Context: an optimization exercise on an open-source flow, tuned for small area, a short achievable clock period and few clock cycles per item. The choices shown serve that exercise and are no tape-out recipe. At most, simulation tests tie the RTL to the original design; equivalence was not proved. Power figures rest on the tool's default switching activity, not on a simulated workload.

## mulDivUnit
module mulDivUnit
#(
  parameter int dataWidth = 32
) (
  input  logic                 clk,
  input  logic                 rstN,
  input  logic                 inReq,
  output logic                 inAck,
  input  logic [2:0]           opCode,
  input  logic [dataWidth-1:0] lOp,
  input  logic [dataWidth-1:0] rOp,
  output logic                 outReq,
  input  logic                 outAck,
  output logic [dataWidth-1:0] result,
  output logic                 divByZero,
  output logic                 divOverflow
);
Size: about 170 flip-flops, about 16000 um^2 of cells after synthesis.
clock: 5.0 ns
lec_check: 0
abc_area: 1
cap_margin: 20
core_margin: 2
core_utilization: 40
cts_buf_list: sky130_fd_sc_hd__clkbuf_8
setup_slack_margin: 0.3
slew_margin: 20
standard.sh (not shown) runs the stock make flow with config.mk's settings and CLKGATE_MAP_FILE= SYNTH_SCRIPT=/design/flow/synth_recipe.tcl, a recipe that flattens the netlist after the stock synthesis.
==> flow/flow/run.sh <==
#!/bin/bash
cp standard.sh standard_sh_copy.log
export BUFFER_PORTS_ARGS="-buffer_cell sky130_fd_sc_hd__buf_2"
bash standard.sh > standard.log 2>&1
Testbench counts at the start, summed over its fixed seeds: cycles 15,179, items 2,048.
==> next run, changes <==
--- a/flow/design.v
+++ b/flow/design.v
@@ -182,21 +182,21 @@
       end else if (sIt && !lastIt) begin
         if (zf) begin
           sIt <= 1'b0;
           sFin <= 1'b1;
         end
       end
     end
   end
   always_ff @(posedge clk) begin
     if (finishing && outFree) begin
-      result <= res;
+      result <= sum[31:0];
       divByZero <= dzR;
       divOverflow <= ovR;
     end
     if (loadPorts) begin
       op <= opCode;
       A <= {{2{mulDivOpPkg::lOpSigned(opCode) && lOp[31]}}, lOp};
       L <= rOp;
       H <= !divOpP ? '0 : {{2{negNP}}, rOp};
       negN <= divOpP && negNP;
       offR <= 1'b0;
What happened: Routed wire length went down by 13%. First-iteration DRC count went down by 23%. Non-clock buffer count decreases by 1. Clock-buffer cell count does not change. Design area goes down by 6.3%. Clock power barely changes. Cell count came out lower by 10%. Synthesized cell count drops by 12%. Setup slack is better by 0.073 ns. Power decreases by 13%. Flip-flop and latch count is unchanged. Critical path depth grows by 2.
No functional check of the RTL was part of the second run of this note.


the previous run:
The RTL this note starts from:
==> flow/design.v <==
package mulDivOpPkg;
  typedef enum logic [2:0] {
    opMul    = 3'b000,
    opMulh   = 3'b001,
    opMulhsu = 3'b010,
    opMulhu  = 3'b011,
    opDiv    = 3'b100,
    opDivu   = 3'b101,
    opRem    = 3'b110,
    opRemu   = 3'b111
  } opCodeT;
  function automatic logic isDivOp(input logic [2:0] op);
    isDivOp = op[2];
  endfunction
  function automatic logic lOpSigned(input logic [2:0] op);
    lOpSigned = (op == 3'b001) || (op == 3'b100) || (op == 3'b110);
  endfunction
  function automatic logic rOpSigned(input logic [2:0] op);
    rOpSigned = (op == 3'b001) || (op == 3'b010) || (op == 3'b100) || (op == 3'b110);
  endfunction
  function automatic logic wantsHigh(input logic [2:0] op);
    wantsHigh = (op == 3'b001) || (op == 3'b010) || (op == 3'b011);
  endfunction
  function automatic logic wantsRemainder(input logic [2:0] op);
    wantsRemainder = (op == 3'b110) || (op == 3'b111);
  endfunction
endpackage
package mulDivCtrlPkg;
  typedef enum logic [1:0] {
    stIdle,
    stBusy,
    stOffer,
    stRelease
  } stageStateT;
  typedef enum logic [1:0] {
    kIdle,
    kRun,
    kDone
  } kernelStateT;
endpackage
`timescale 1ns/1ps
module mulDivUnit
#(
  parameter int dataWidth = 32
) (
  input  logic                 clk,
  input  logic                 rstN,
  input  logic                 inReq,
  output logic                 inAck,
  input  logic [2:0]           opCode,
  input  logic [dataWidth-1:0] lOp,
  input  logic [dataWidth-1:0] rOp,
  output logic                 outReq,
  input  logic                 outAck,
  output logic [dataWidth-1:0] result,
  output logic                 divByZero,
  output logic                 divOverflow
);
  localparam int W = 37;
  logic sMul, sPrep, sIt, sFin;
  logic [2:0] op;
  logic [33:0] A;       
  logic [33:0] H;       
  logic [31:0] L;       
  logic negN;           
  logic offR;           
  logic [5:0] clzA, clzH;  
  logic [4:0] itc;      
  logic zf;             
  logic negRes;
  logic dzR;
  logic ovR;
  logic b0one, b0two, b0neg, b1one, b1two, b1neg;
  logic isIdle;
  assign isIdle = !(sMul || sPrep || sIt || sFin);
  logic lastMul, lastIt, finishing, outFree, loadPorts, capture;
  assign lastMul = sMul && zf;
  assign lastIt = sIt && zf && !op[1] && !negRes;
  assign finishing = lastMul || lastIt || sFin;
  assign outFree = !outReq && !outAck;
  assign loadPorts = isIdle || (finishing && outFree);
  assign capture = loadPorts && inReq && !inAck;
  logic negD;
  assign negD = A[33];
  logic [W-1:0] aExt, a2Ext;
  assign aExt = {{(W-34){A[33]}}, A};
  assign a2Ext = {aExt[W-2:0], 1'b0};
  logic [W-1:0] in0, in1, in2, pp1;
  assign in1 = ((b0one ? aExt : '0) | (b0two ? a2Ext : '0)) ^ {W{b0neg}};
  assign pp1 = ((b1one ? aExt : '0) | (b1two ? a2Ext : '0)) ^ {W{b1neg}};
  assign in2 = {pp1[W-3:0], b1neg, b1neg};
  assign in0 = {{(W-34){H[33]}}, H};
  logic c0, cin;
  assign c0 = b0neg;
  assign cin = (sMul && b1neg) || (sFin && op[1] && offR);
  logic [W-1:0] csaS, csaC, sum;
  assign csaS = in0 ^ in1 ^ in2;
  assign csaC = {(in0[W-2:0] & in1[W-2:0]) | (in0[W-2:0] & in2[W-2:0]) | (in1[W-2:0] & in2[W-2:0]), c0};
  logic [W:0] pg, pp, gg;
  always_comb begin
    pg = {csaS & csaC, cin};
    pp = {csaS ^ csaC, 1'b0};
    gg = pg;
    for (int l = 0; l < 6; l++) begin
      for (int i = W; i >= 0; i--) begin
        if (((i >> l) & 1) == 1) begin
          gg[i] = gg[i] | (pp[i] & gg[((i >> l) << l) - 1]);
          pp[i] = pp[i] & pp[((i >> l) << l) - 1];
        end
      end
    end
  end
  assign sum = (csaS ^ csaC) ^ gg[W-1:0];
  logic q;
  assign q = sum[W-1] ^ !negN;
  function automatic logic [2:0] booth(input logic [2:0] b);
    booth[2] = b[1] ^ b[0];
    booth[1] = (b[2] & ~b[1] & ~b[0]) | (~b[2] & b[1] & b[0]);
    booth[0] = b[2];
  endfunction
  function automatic logic [5:0] clz32(input logic [31:0] v);
    clz32 = 6'd32;
    for (int i = 0; i < 32; i++) begin
      if (v[i]) clz32 = 6'(31 - i);
    end
  endfunction
  logic [6:0] sh;
  assign sh = {1'b0, clzA} + {6'd0, negN} - {1'b0, clzH};
  logic dzV, ovV;
  assign dzV = clzA[5] && !negD;
  assign ovV = negN && negD && clzA[5] && (H[30:0] == 31'd0);
  logic divOpP, negNP, negDP;
  assign divOpP = opCode[2];
  assign negNP = ((opCode == 3'd4) || (opCode == 3'd6)) && rOp[31];
  assign negDP = ((opCode == 3'd4) || (opCode == 3'd6)) && lOp[31];
  logic [31:0] res;
  always_comb begin
    if (sIt) res = {L[30:0], q};
    else if (sFin || (op == 3'd3)) res = sum[31:0];
    else if (op == 3'd0) res = {sum[3:0], L[31:4]};
    else res = sum[35:4];
  end
  logic [4:0] shC;
  assign shC = sh[4:0] | {5{sh[5]}};
  logic [33:0] aAl;
  always_comb begin
    aAl = A;
    if (shC[0]) aAl = {aAl[32:0], 1'b0};
    if (shC[1]) aAl = {aAl[31:0], 2'b00};
    if (shC[2]) aAl = {aAl[29:0], 4'h0};
    if (shC[3]) aAl = {aAl[25:0], 8'h00};
    if (shC[4]) aAl = {aAl[17:0], 16'h0000};
  end
  always_ff @(posedge clk) begin
    if (!rstN) begin
      sMul <= 1'b0;
      sPrep <= 1'b0;
      sIt <= 1'b0;
      sFin <= 1'b0;
      inAck <= 1'b0;
      outReq <= 1'b0;
    end else begin
      if (capture) begin
        inAck <= 1'b1;
      end else if (!inReq) begin
        inAck <= 1'b0;
      end
      if (finishing && outFree) begin
        outReq <= 1'b1;
      end else if (outAck) begin
        outReq <= 1'b0;
      end
      if (loadPorts) begin
        sMul <= capture && !divOpP;
        sPrep <= capture && divOpP;
        sIt <= 1'b0;
        sFin <= 1'b0;
      end else if (sPrep) begin
        sPrep <= 1'b0;
        sFin <= dzV || sh[6];
        sIt <= !dzV && !sh[6];
      end else if (sIt && !lastIt) begin
        if (zf) begin
          sIt <= 1'b0;
          sFin <= 1'b1;
        end
      end
    end
  end
  always_ff @(posedge clk) begin
    if (finishing && outFree) begin
      result <= res;
      divByZero <= dzR;
      divOverflow <= ovR;
    end
    if (loadPorts) begin
      op <= opCode;
      A <= {{2{mulDivOpPkg::lOpSigned(opCode) && lOp[31]}}, lOp};
      L <= rOp;
      H <= !divOpP ? '0 : {{2{negNP}}, rOp};
      negN <= divOpP && negNP;
      offR <= 1'b0;
      itc <= (opCode == 3'd3) ? 5'd8 : 5'd7;
      zf <= 1'b0;
      clzA <= clz32(negDP ? ~lOp : lOp);
      clzH <= clz32(negNP ? ~rOp : rOp);
      dzR <= 1'b0;
      ovR <= 1'b0;
      {b0one, b0two, b0neg} <= booth({rOp[1:0], 1'b0});
      {b1one, b1two, b1neg} <= booth(rOp[3:1]);
    end else if (sMul) begin
      if (!zf) begin
        H <= {sum[W-1], sum[W-1:4]};
        L <= {sum[3:0], L[31:4]};
        itc <= itc - 5'd1;
        zf <= (itc == 5'd1);
        if ((itc == 5'd1) && (op == 3'd3)) begin
          {b0one, b0two, b0neg} <= booth({2'b00, L[3]});
          {b1one, b1two, b1neg} <= 3'b000;
        end else begin
          {b0one, b0two, b0neg} <= booth(L[5:3]);
          {b1one, b1two, b1neg} <= booth(L[7:5]);
        end
      end
    end else if (sPrep) begin
      L <= 32'd0;
      itc <= shC;
      zf <= (sh == 7'd0);
      negRes <= op[1] ? negN : (negN ^ negD);
      dzR <= dzV;
      ovR <= ovV;
      if (dzV || sh[6]) begin
        if (!op[1]) begin
          A <= {34{dzV}};
          H <= '0;
        end
        {b0one, b0two, b0neg} <= {!op[1], 1'b0, 1'b0};
        {b1one, b1two, b1neg} <= 3'b000;
      end else begin
        A <= aAl;
        {b0one, b0two, b0neg} <= {1'b1, 1'b0, !(negN ^ negD)};
        {b1one, b1two, b1neg} <= {1'b0, 1'b0, negN};
      end
    end else if (sIt && !lastIt) begin
      L <= {L[30:0], q};
      offR <= negN;
      {b1one, b1two, b1neg} <= 3'b000;
      itc <= itc - 5'd1;
      zf <= (itc == 5'd1);
      if (zf && !op[1]) begin
        A <= {2'b00, L[30:0], q};
        H <= '0;
        {b0one, b0two, b0neg} <= 3'b101;
      end else begin
        H <= sum[33:0];
        if (zf) begin
          b0one <= !q;
          b0neg <= negN ^ negD;
        end else begin
          A <= {A[33], A[33:1]};
          b0neg <= !((negN ? q : !q) ^ negD);
        end
      end
    end
  end
endmodule
==> flow/config.mk <==
export PLATFORM = sky130hd
export DESIGN_NAME = mulDivUnit
export DESIGN_NICKNAME = mulDivUnit
export VERILOG_FILES = /design/flow/design.v
export SDC_FILE = /design/flow/constraint.sdc
export NUM_CORES = 4
export LEC_CHECK = 0
export ABC_AREA = 1
export CAP_MARGIN = 20
export CORE_MARGIN = 2
export CORE_UTILIZATION = 40
export SETUP_SLACK_MARGIN = 0.3
export SLEW_MARGIN = 20
==> flow/constraint.sdc <==
create_clock -name core_clock -period 5.0 [get_ports {clk}]
set_input_delay 1.0000 -clock core_clock [delete_from_list [all_inputs] [get_ports {clk}]]
set_output_delay 1.0000 -clock core_clock [all_outputs]
set_load 0.01 [all_outputs]
Scripts as last shown in full above: flow/flow/run.sh
Testbench counts of the previous run, summed over its fixed seeds: cycles 15,179, items 2,048.
Here is what was changed in the inputs of the current run compared with the previous run.
-- flow/design.v --
<<< the previous run, line 66
  logic offR;           
  logic [5:0] clzA, clzH;  
  logic [4:0] itc;      
  logic zf;             
  logic negRes;
>>> the current run, line 66
  logic offR;           
  logic [5:0] clzA, clzH;  
  logic [5:0] itc;      
  logic zf;             
  logic negRes;
<<< the previous run, line 141
    else res = sum[35:4];
  end
  logic [4:0] shC;
  assign shC = sh[4:0] | {5{sh[5]}};
  logic [33:0] aAl;
  always_comb begin
    aAl = A;
    if (shC[0]) aAl = {aAl[32:0], 1'b0};
    if (shC[1]) aAl = {aAl[31:0], 2'b00};
    if (shC[2]) aAl = {aAl[29:0], 4'h0};
    if (shC[3]) aAl = {aAl[25:0], 8'h00};
    if (shC[4]) aAl = {aAl[17:0], 16'h0000};
  end
  always_ff @(posedge clk) begin
>>> the current run, line 141
    else res = sum[35:4];
  end
  logic [33:0] aAl;
  always_comb begin
    aAl = A;
    if (sh[0]) aAl = {aAl[32:0], 1'b0};
    if (sh[1]) aAl = {aAl[31:0], 2'b00};
    if (sh[2]) aAl = {aAl[29:0], 4'h0};
    if (sh[3]) aAl = {aAl[25:0], 8'h00};
    if (sh[4]) aAl = {aAl[17:0], 16'h0000};
    if (sh[5]) aAl = {aAl[1:0], 32'h00000000};
  end
  always_ff @(posedge clk) begin
<<< the previous run, line 201
      negN <= divOpP && negNP;
      offR <= 1'b0;
      itc <= (opCode == 3'd3) ? 5'd8 : 5'd7;
      zf <= 1'b0;
      clzA <= clz32(negDP ? ~lOp : lOp);
>>> the current run, line 200
      negN <= divOpP && negNP;
      offR <= 1'b0;
      itc <= (opCode == 3'd3) ? 6'd8 : 6'd7;
      zf <= 1'b0;
      clzA <= clz32(negDP ? ~lOp : lOp);
<<< the previous run, line 213
        H <= {sum[W-1], sum[W-1:4]};
        L <= {sum[3:0], L[31:4]};
        itc <= itc - 5'd1;
        zf <= (itc == 5'd1);
        if ((itc == 5'd1) && (op == 3'd3)) begin
          {b0one, b0two, b0neg} <= booth({2'b00, L[3]});
          {b1one, b1two, b1neg} <= 3'b000;
>>> the current run, line 212
        H <= {sum[W-1], sum[W-1:4]};
        L <= {sum[3:0], L[31:4]};
        itc <= itc - 6'd1;
        zf <= (itc == 6'd1);
        if ((itc == 6'd1) && (op == 3'd3)) begin
          {b0one, b0two, b0neg} <= booth({2'b00, L[3]});
          {b1one, b1two, b1neg} <= 3'b000;
<<< the previous run, line 225
    end else if (sPrep) begin
      L <= 32'd0;
      itc <= shC;
      zf <= (sh == 7'd0);
      negRes <= op[1] ? negN : (negN ^ negD);
>>> the current run, line 224
    end else if (sPrep) begin
      L <= 32'd0;
      itc <= sh[5:0];
      zf <= (sh == 7'd0);
      negRes <= op[1] ? negN : (negN ^ negD);
<<< the previous run, line 246
      offR <= negN;
      {b1one, b1two, b1neg} <= 3'b000;
      itc <= itc - 5'd1;
      zf <= (itc == 5'd1);
      if (zf && !op[1]) begin
        A <= {2'b00, L[30:0], q};
>>> the current run, line 245
      offR <= negN;
      {b1one, b1two, b1neg} <= 3'b000;
      itc <= itc - 6'd1;
      zf <= (itc == 6'd1);
      if (zf && !op[1]) begin
        A <= {2'b00, L[30:0], q};
--- outcome ---
Number of buffers added by the clock tree synthesis step of the current run is on par with the previous run.
[compare] base=the previous run new=the current run: initial cell density of the core went up, global-route usage did not really move, area growth from synthesis to final layout went down, total wirelength of the detailed-routed design went up.
Changes observed in the current run relative to the previous run: worst path setup slack after routing grew by 0.063 ns, area inside the core boundary grew by 270 µm², total internal power grew by 1.2%, cell count after synthesis grew by 68.
NOTE met2 routed wirelength the previous run->the current run increased by a few percent
[the current run] post-route cell area rose 120 µm² relative to the previous run
As far as number of fill cells in the layout is concerned, the previous run and the current run perform about the same.
Testbench counts of the current run, summed over its fixed seeds: cycles 15,179, items 2,048.

static timing again, ports no longer ideal:
Ports are ideal in the flow. The routed layouts listed here were re-timed in OpenROAD. Step 1 assumes that a clkbuf_16 drives the clock port and a buf_2 every other input. Step 2, shift: input delay + t, output delay - t, t = (earliest + latest rising clock arrival at the registers) / 2. This alone moves slack from input paths to output paths. Three values: no drivers, after step 1, after step 2; two values: the first two.
run | shift t [ns] | setup slack, ns | hold slack, ns | cell pins on the clock port's net
the first run of note 1 | 0.576 | 0.466 / 0.466 / 0.466 | 0.440 / 0.440 / 0.440 | 1
the second run of note 1 | 0.561 | 0.539 / 0.539 / 0.539 | 0.461 / 0.461 / 0.461 | 1
the previous run | 0.518 | 0.480 / 0.480 / 0.480 | 0.435 / 0.435 / 0.435 | 1
the current run | 0.500 | 0.543 / 0.543 / 0.543 | 0.453 / 0.453 / 0.453 | 1
After both steps every run listed still meets setup and hold.
